Background: an optimization exercise with open tools, aiming at small area, a short achievable clock period and few clock cycles. Do not read the settings as production practice.
RTL that was checked went through simulation tests only; none was proved equivalent to the original.
No activity file was given, so power comes from the tool's default toggle rates.

==> module dot_control, before the edit <==
module dot_control (
    input  logic                          clk,
    input  logic                          rst_n,
    input  logic                          started,
    input  logic [sgd_pkg::CFG_W-1:0]     number_of_epochs,
    input  logic [sgd_pkg::CFG_W-1:0]     number_of_samples,
    input  logic [sgd_pkg::CFG_W-1:0]     dimension,
    input  logic [sgd_pkg::CFG_W-1:0]     number_of_bits,
    input  logic [sgd_pkg::CREDIT_W-1:0]  x_wr_credit_counter,
    input  logic                          wr_en,
    output logic                          almost_full,
    output logic                          accept,
    output logic [sgd_pkg::X_ADDR_W-1:0]  x_rd_addr,
    output logic [sgd_pkg::BIT_IDX_W-1:0] word_bit,     
    output logic                          word_first,   
    output logic                          word_last     
);
    logic                  running;
    logic                  busy;        
    logic [BIT_IDX_W-1:0]  bit_idx;
    logic [X_ADDR_W-1:0]   chunk_idx;
    logic [GROUP_W-1:0]    group_left;  
    logic [EPOCH_W-1:0]    epoch_left;  
    logic [CREDIT_W-1:0]   credit_idx;  
    logic [BIT_IDX_W-1:0]  bits_last;
    logic [X_ADDR_W-1:0]   chunks_last;
    logic [8:0]            dim_m1;
    logic                  last_bit;
    logic                  last_chunk;
    logic                  last_group;
    logic                  last_epoch;
    logic                  end_group;
    logic                  end_job;
    logic                  empty_job;
    logic [CREDIT_W-1:0]   credit_next;
    assign dim_m1    = dimension[8:0] - 1'b1;
    assign empty_job = (number_of_epochs[EPOCH_W-1:0] == '0) || (number_of_samples == '0);
    assign last_bit   = (bit_idx == bits_last);
    assign last_chunk = (chunk_idx == chunks_last);
    assign last_group = (group_left == GROUP_W'(1));
    assign last_epoch = (epoch_left == EPOCH_W'(1));
    assign accept    = wr_en && !almost_full;
    assign end_group = accept && last_bit && last_chunk;
    assign end_job   = end_group && last_group && last_epoch;
    assign credit_next = end_group ? credit_idx + 1'b1 : credit_idx;
    assign x_rd_addr  = chunk_idx;   
    assign word_bit   = bit_idx;
    assign word_first = (bit_idx == '0) && (chunk_idx == '0);
    assign word_last  = last_bit && last_chunk;
    always_ff @(posedge clk)
    begin
        if (!rst_n)
        begin
            busy        <= 1'b0;
            running     <= 1'b0;
            almost_full <= 1'b1;
            bit_idx     <= '0;
            chunk_idx   <= '0;
            group_left  <= '0;
            epoch_left  <= '0;
            credit_idx  <= '0;
        end
        else
        begin
            if (!busy)
            begin
                if (started)
                begin
                    busy        <= 1'b1;
                    bits_last   <= number_of_bits[BIT_IDX_W-1:0] - 1'b1;   
                    chunks_last <= dim_m1[8:3];
                    group_left  <= number_of_samples[CFG_W-1:1];
                    epoch_left  <= number_of_epochs[EPOCH_W-1:0];
                    running     <= !empty_job;
                    almost_full <= empty_job || (x_wr_credit_counter == '0);
                end
            end
            else
            begin
                almost_full <= !running || end_job || (x_wr_credit_counter == credit_next);
                if (end_job)
                    running <= 1'b0;
            end
            credit_idx <= credit_next;
            if (accept)
            begin
                bit_idx <= last_bit ? '0 : bit_idx + 1'b1;
                if (last_bit)
                begin
                    chunk_idx <= last_chunk ? '0 : chunk_idx + 1'b1;
                    if (last_chunk)
                    begin
                        group_left <= last_group ? number_of_samples[CFG_W-1:1] : group_left - 1'b1;
                        if (last_group)
                            epoch_left <= epoch_left - 1'b1;
                    end
                end
            end
        end
    end
endmodule
export LEC_CHECK = 0
export CAP_MARGIN = 20
export CORE_MARGIN = 2
export CORE_UTILIZATION = 50
export CTS_BUF_LIST = sky130_fd_sc_hd__clkbuf_8
export CTS_CLUSTER_SIZE = 30
export SETUP_SLACK_MARGIN = 2.0
export SLEW_MARGIN = 20
export SYNTH_HIERARCHICAL = 1
export SYNTH_MINIMUM_KEEP_SIZE = 0
export BUFFER_PORTS_ARGS = -buffer_cell sky130_fd_sc_hd__buf_1
create_clock -name core_clock -period 5.0 [get_ports {clk}]
standard.sh (not shown) runs the stock make flow with config.mk's settings and CLKGATE_MAP_FILE= SYNTH_SCRIPT=/design/flow/synth_recipe.tcl, a recipe that flattens the netlist after the stock synthesis.
==> flow/flow/run.sh <==
#!/bin/bash
# The standard layout (standard.sh, the standard flow's own ORFS flow), except that
# the port buffers are the plain sky130_fd_sc_hd__buf_1 rather than the
# buffer_ports default (a delay buffer); every port still gets one.
set -euo pipefail
echo 'export BUFFER_PORTS_ARGS = -buffer_cell sky130_fd_sc_hd__buf_1' >> config.mk
export BUFFER_PORTS_ARGS="-buffer_cell sky130_fd_sc_hd__buf_1"
cp standard.sh standard_sh.txt
bash standard.sh > standard.log 2>&1
The starting point produced a clean layout.
Then changed:
--- a/flow/design.v
+++ b/flow/design.v
@@ -58,4 +58,6 @@
     logic                  last_group;
     logic                  last_epoch;
+    logic [BIT_IDX_W-1:0]  bit_inc;
+    logic [X_ADDR_W-1:0]   chunk_inc;
     logic                  end_group;
     logic                  end_job;
@@ -64,8 +66,6 @@
     assign dim_m1    = dimension[8:0] - 1'b1;
     assign empty_job = (number_of_epochs[EPOCH_W-1:0] == '0) || (number_of_samples == '0);
-    assign last_bit   = (bit_idx == bits_last);
-    assign last_chunk = (chunk_idx == chunks_last);
-    assign last_group = (group_left == GROUP_W'(1));
-    assign last_epoch = (epoch_left == EPOCH_W'(1));
+    assign bit_inc   = bit_idx + 1'b1;
+    assign chunk_inc = chunk_idx + 1'b1;
     assign accept    = wr_en && !almost_full;
     assign end_group = accept && last_bit && last_chunk;
@@ -100,4 +100,8 @@
                     group_left  <= number_of_samples[CFG_W-1:1];
                     epoch_left  <= number_of_epochs[EPOCH_W-1:0];
+                    last_bit    <= (number_of_bits[BIT_IDX_W-1:0] == BIT_IDX_W'(1));
+                    last_chunk  <= (dim_m1[8:3] == '0);
+                    last_group  <= (number_of_samples[CFG_W-1:1] == GROUP_W'(1));
+                    last_epoch  <= (number_of_epochs[EPOCH_W-1:0] == EPOCH_W'(1));
                     running     <= !empty_job;
                     almost_full <= empty_job || (x_wr_credit_counter == '0);
@@ -113,13 +117,20 @@
             if (accept)
             begin
-                bit_idx <= last_bit ? '0 : bit_idx + 1'b1;
+                bit_idx  <= last_bit ? '0 : bit_inc;
+                last_bit <= last_bit ? (bits_last == '0) : (bit_inc == bits_last);
                 if (last_bit)
                 begin
-                    chunk_idx <= last_chunk ? '0 : chunk_idx + 1'b1;
+                    chunk_idx  <= last_chunk ? '0 : chunk_inc;
+                    last_chunk <= last_chunk ? (chunks_last == '0) : (chunk_inc == chunks_last);
                     if (last_chunk)
                     begin
                         group_left <= last_group ? number_of_samples[CFG_W-1:1] : group_left - 1'b1;
+                        last_group <= last_group ? (number_of_samples[CFG_W-1:1] == GROUP_W'(1))
+                                                 : (group_left == GROUP_W'(2));
                         if (last_group)
+                        begin
                             epoch_left <= epoch_left - 1'b1;
+                            last_epoch <= (epoch_left == EPOCH_W'(2));
+                        end
                     end
                 end
Effect:
- final area stays flat
- power falls by 3.3%
- wire length is lower by 2.8%
- via count went up by 0.49%
- cell count increases by 0.97%
- clock skew came out lower by 0.016 ns
- sequential power is about the same
- die area went up by 0.82%
- sequential share of layout area rose by 0.22 points
Function was not checked in any run of this note: the RTL went through the layout flow alone.

Setup of the baseline:
sgd_dot_product again, from the RTL that the note above started with.
export LEC_CHECK = 0
export CAP_MARGIN = 20
export CORE_MARGIN = 2
export CORE_UTILIZATION = 50
export CTS_BUF_LIST = sky130_fd_sc_hd__clkbuf_8
export CTS_CLUSTER_SIZE = 30
export SETUP_SLACK_MARGIN = 1.5
export SLEW_MARGIN = 20
export SYNTH_HIERARCHICAL = 1
export SYNTH_MINIMUM_KEEP_SIZE = 0
export BUFFER_PORTS_ARGS = -buffer_cell sky130_fd_sc_hd__buf_1
create_clock -name core_clock -period 5.0 [get_ports {clk}]
Scripts as last shown in full above: flow/flow/run.sh
Edits applied to the flow inputs when going from the baseline to the candidate:
--- a/flow/design.v
+++ b/flow/design.v
@@ -62,6 +62,8 @@
     logic                  empty_job;
     logic [CREDIT_W-1:0]   credit_next;
-    assign dim_m1    = dimension[8:0] - 1'b1;
-    assign empty_job = (number_of_epochs[EPOCH_W-1:0] == '0) || (number_of_samples == '0);
+    assign bits_last   = number_of_bits[BIT_IDX_W-1:0] - 1'b1;   
+    assign dim_m1      = dimension[8:0] - 1'b1;
+    assign chunks_last = dim_m1[8:3];
+    assign empty_job   = (number_of_epochs[EPOCH_W-1:0] == '0) || (number_of_samples == '0);
     assign last_bit   = (bit_idx == bits_last);
     assign last_chunk = (chunk_idx == chunks_last);
@@ -96,6 +98,4 @@
                 begin
                     busy        <= 1'b1;
-                    bits_last   <= number_of_bits[BIT_IDX_W-1:0] - 1'b1;   
-                    chunks_last <= dim_m1[8:3];
                     group_left  <= number_of_samples[CFG_W-1:1];
                     epoch_left  <= number_of_epochs[EPOCH_W-1:0];
Number of nets in the finished design across the baseline and the candidate: no real change. Summary of the candidate over the baseline: deepest level of the CTS H-tree has remained practically unchanged, sequential share of layout area saw a decrease, part of the cycle the worst path needs has remained practically unchanged. Between the candidate and the baseline, the share of synthesized area spent on multiplexers does not differ in any meaningful way. Compared with the baseline, count of placed standard cells in the final layout, fillers left out in the candidate decreased slightly. The candidate finished every stage and its layout cleared the timing, DRC and antenna checks. The standard cells in the candidate occupy less silicon area than those in the baseline do. Measured against each other, the baseline and the candidate differ in post-synthesis compound-gate area fraction, the lower figure coming from the baseline. The baseline gets by with more registers than the candidate.
Function was not checked in any run of this note: the RTL went through the layout flow alone.

Another version of the RTL of sgd_dot_product (not shown whole).
Size in the first run: ~4100 cells after synthesis, about 570 flip-flops, about 490 I/O pins, roughly 39000 sq um of cells after synthesis.
==> module ks_adder, before the edit <==
module ks_adder #(
    parameter int N   = 32,
    parameter bit CIN = 1'b0
) (
    input  logic [N-1:0] a,
    input  logic [N-1:0] b,
    output logic [N-1:0] sum
);
    function automatic int levels_for(input int n);
        levels_for = 0;
        while ((1 << levels_for) < n)
            levels_for = levels_for + 1;
    endfunction
    localparam int L = levels_for(N);
    function automatic int last_level(input int l, input int i);
        last_level = 0;
        while (last_level < l && i >= (1 << last_level))
            last_level = last_level + 1;
    endfunction
    logic [N-1:0] g [L+1];
    logic [N-1:0] p [L+1];
    logic [N-1:0] p0;
    assign p0   = a ^ b;
    assign p[0] = p0;
    assign g[0] = CIN ? {a[N-1:1] & b[N-1:1], a[0] | b[0]} : (a & b);
    for (genvar l = 1; l <= L; l++)
    begin : g_level
        localparam int D = 1 << (l - 1);
        for (genvar i = 0; i < N; i++)
        begin : g_node
            if (i < D)
            begin : g_pass
                assign g[l][i] = g[l-1][i];
                assign p[l][i] = p[l-1][i];
            end
            else
            begin : g_comb
                localparam bit PART_INV = last_level(l - 1, i - D) % 2;
                localparam bit WANT_INV = (l - 1) % 2;
                logic gj;
                if (PART_INV == WANT_INV)
                begin : g_same
                    assign gj = g[l-1][i-D];
                end
                else
                begin : g_flip
                    assign gj = ~g[l-1][i-D];
                end
                if (l % 2 == 1)
                begin : g_odd
                    ks_gen_n u_g (.gi(g[l-1][i]), .pi(p[l-1][i]), .gj(gj), .gn(g[l][i]));
                    if (i >= 2 * D)
                    begin : g_p
                        ks_prop_n u_p (.pi(p[l-1][i]), .pj(p[l-1][i-D]), .pn(p[l][i]));
                    end
                    else
                    begin : g_nop
                        assign p[l][i] = 1'b0;   
                    end
                end
                else
                begin : g_even
                    ks_gen u_g (.gni(g[l-1][i]), .pni(p[l-1][i]), .gnj(gj), .g(g[l][i]));
                    if (i >= 2 * D)
                    begin : g_p
                        ks_prop u_p (.pni(p[l-1][i]), .pnj(p[l-1][i-D]), .p(p[l][i]));
                    end
                    else
                    begin : g_nop
                        assign p[l][i] = 1'b0;
                    end
                end
            end
        end
    end
    assign sum[0] = p0[0] ^ CIN;
    for (genvar i = 1; i < N; i++)
    begin : g_sum
        if (last_level(L, i - 1) % 2 == 1)
        begin : g_inv
            assign sum[i] = ~(p0[i] ^ g[L][i-1]);
        end
        else
        begin : g_true
            assign sum[i] = p0[i] ^ g[L][i-1];
        end
    end
endmodule
clock: 5.0 ns
lec_check: 0
cap_margin: 20
core_margin: 2
core_utilization: 50
cts_buf_list: sky130_fd_sc_hd__clkbuf_8
cts_cluster_size: 30
setup_slack_margin: 2.75
slew_margin: 20
synth_hierarchical: 1
synth_minimum_keep_size: 0
buffer_ports_args: -buffer_cell sky130_fd_sc_hd__buf_1
Scripts as last shown in full above: flow/flow/run.sh
The first run produced a clean layout.
Testbench counts at the start, summed over its fixed seeds: cycles 30,616.
Change:
--- a/flow/design.v
+++ b/flow/design.v
@@ -154,16 +154,11 @@
 ) (
     input  logic [N-1:0] a,
     input  logic [N-1:0] b,
     output logic [N-1:0] sum
 );
-    function automatic int levels_for(input int n);
-        levels_for = 0;
-        while ((1 << levels_for) < n)
-            levels_for = levels_for + 1;
-    endfunction
-    localparam int L = levels_for(N);
+    localparam int L = $clog2(N);
     function automatic int last_level(input int l, input int i);
         last_level = 0;
         while (last_level < l && i >= (1 << last_level))
             last_level = last_level + 1;
     endfunction
What happened:
- critical path depth stays the same
- total power stays the same
- clock-buffer cell count stays the same
- routed wire length is unchanged
- hold slack stays the same
- final cell count stays the same
- die area does not change
- clock power is about the same
- final area does not change
- via count is unchanged
- non-clock buffer count stays the same
- clock skew is unchanged
The RTL of the second run of this note was laid out without a check of its function.

v25:
Another version of the RTL of sgd_dot_product (not shown whole).
Size: ~440 flip-flops, about 0.035 sq mm of cells after synthesis.
Settings: LEC_CHECK=0, CAP_MARGIN=20, CORE_MARGIN=2, CORE_UTILIZATION=40, SLEW_MARGIN=20; clock period 5.0 ns.
run.sh (not shown) runs the stock make flow with config.mk's settings and CLKGATE_MAP_FILE= SYNTH_SCRIPT=/design/flow/synth_recipe.tcl, a recipe that flattens the netlist after the stock synthesis.
Stock flow here: none of the scripts above is used.
--- input diff v25..v4 ---
-- flow/design.v --
<<< v25, line 14
    localparam int FRAC_BITS     = 4;
    localparam int ACC_WIDTH     = X_WIDTH + FRAC_BITS;
    localparam bit PIPE_CSA      = 1'b1;   
    localparam bit PIPE_SUM      = 1'b1;   
    localparam bit PIPE_TERM     = 1'b1;   
endpackage
import sgd_pkg::*;
>>> v4, line 14
    localparam int FRAC_BITS     = 4;
    localparam int ACC_WIDTH     = X_WIDTH + FRAC_BITS;
    localparam bit PIPE_CSA      = 1'b0;   
    localparam bit PIPE_SUM      = 1'b1;   
    localparam bit PIPE_TERM     = 1'b0;   
endpackage
import sgd_pkg::*;
Results
Out of v4 and v25, the only run to close with the timing, DRC and antenna checks passing was v25.
| v4 | all stages done | FAIL | negative setup slack |
The lower peak ir drop on the vdd network came out of v4.
v4 vs v25, global-route usage went up by 4.5 points.
Compared v4 vs v25, and total power is down in v4.
Looking at clock skew, v4 sits 0.0080 ns above v25.
Worst setup slack (higher): v25
Comparing v4 and v25, the higher mux cell area share after synthesis is on v4.
Against v25, v4 comes in 7 higher on total stage count of the critical path.
Between v4 and v25, the via count does not differ in any meaningful way.
No functional check of the RTL was part of any run of this note.

## port drivers added, routing unchanged
The results above use ideal ports. As a check the final layouts listed here were re-extracted and re-timed, cells and wires unchanged.
Step 1 (the two cells are an assumption about what drives the block):
set clk [get_ports {clk}]
set_driving_cell -lib_cell sky130_fd_sc_hd__clkbuf_16 $clk
set_driving_cell -lib_cell sky130_fd_sc_hd__buf_2 [delete_from_list [all_inputs] $clk]
Step 2 moves the port delays by t, midway between the first and last clock arrival at a register: inputs arrive t later, outputs are due t later. That takes back most of the time a late clock gives input paths.
a / b / c = no drivers / after step 1 / after step 2; a / b = the first two.
| run | shift t [ns] | setup WS [ns] | cell pins on the clock port's net |
|---|---|---|---|
| the first run of note 1 | 0.740 | 2.022 / 2.022 / 1.393 | 1 |
| the second run of note 1 | 0.743 | 2.041 / 2.041 / 1.484 | 1 |
| the baseline | 0.742 | 1.711 / 1.711 / 1.374 | 1 |
| the candidate | 0.726 | 1.704 / 1.704 / 1.049 | 1 |
| the first run of note 3 | 0.778 | 2.625 / 2.625 / 1.972 | 1 |
| the second run of note 3 | 0.778 | 2.625 / 2.625 / 1.972 | 1 |
| v25 | 0.680 | 1.028 / 1.028 / 0.457 | 1 |
| v4 | 0.613 | -0.294 / -0.268 / -0.880 | 1 |
For the candidate, which loses most, drivers alone change the setup slack by 0.000 ns; drivers and shift together by -0.655 ns.
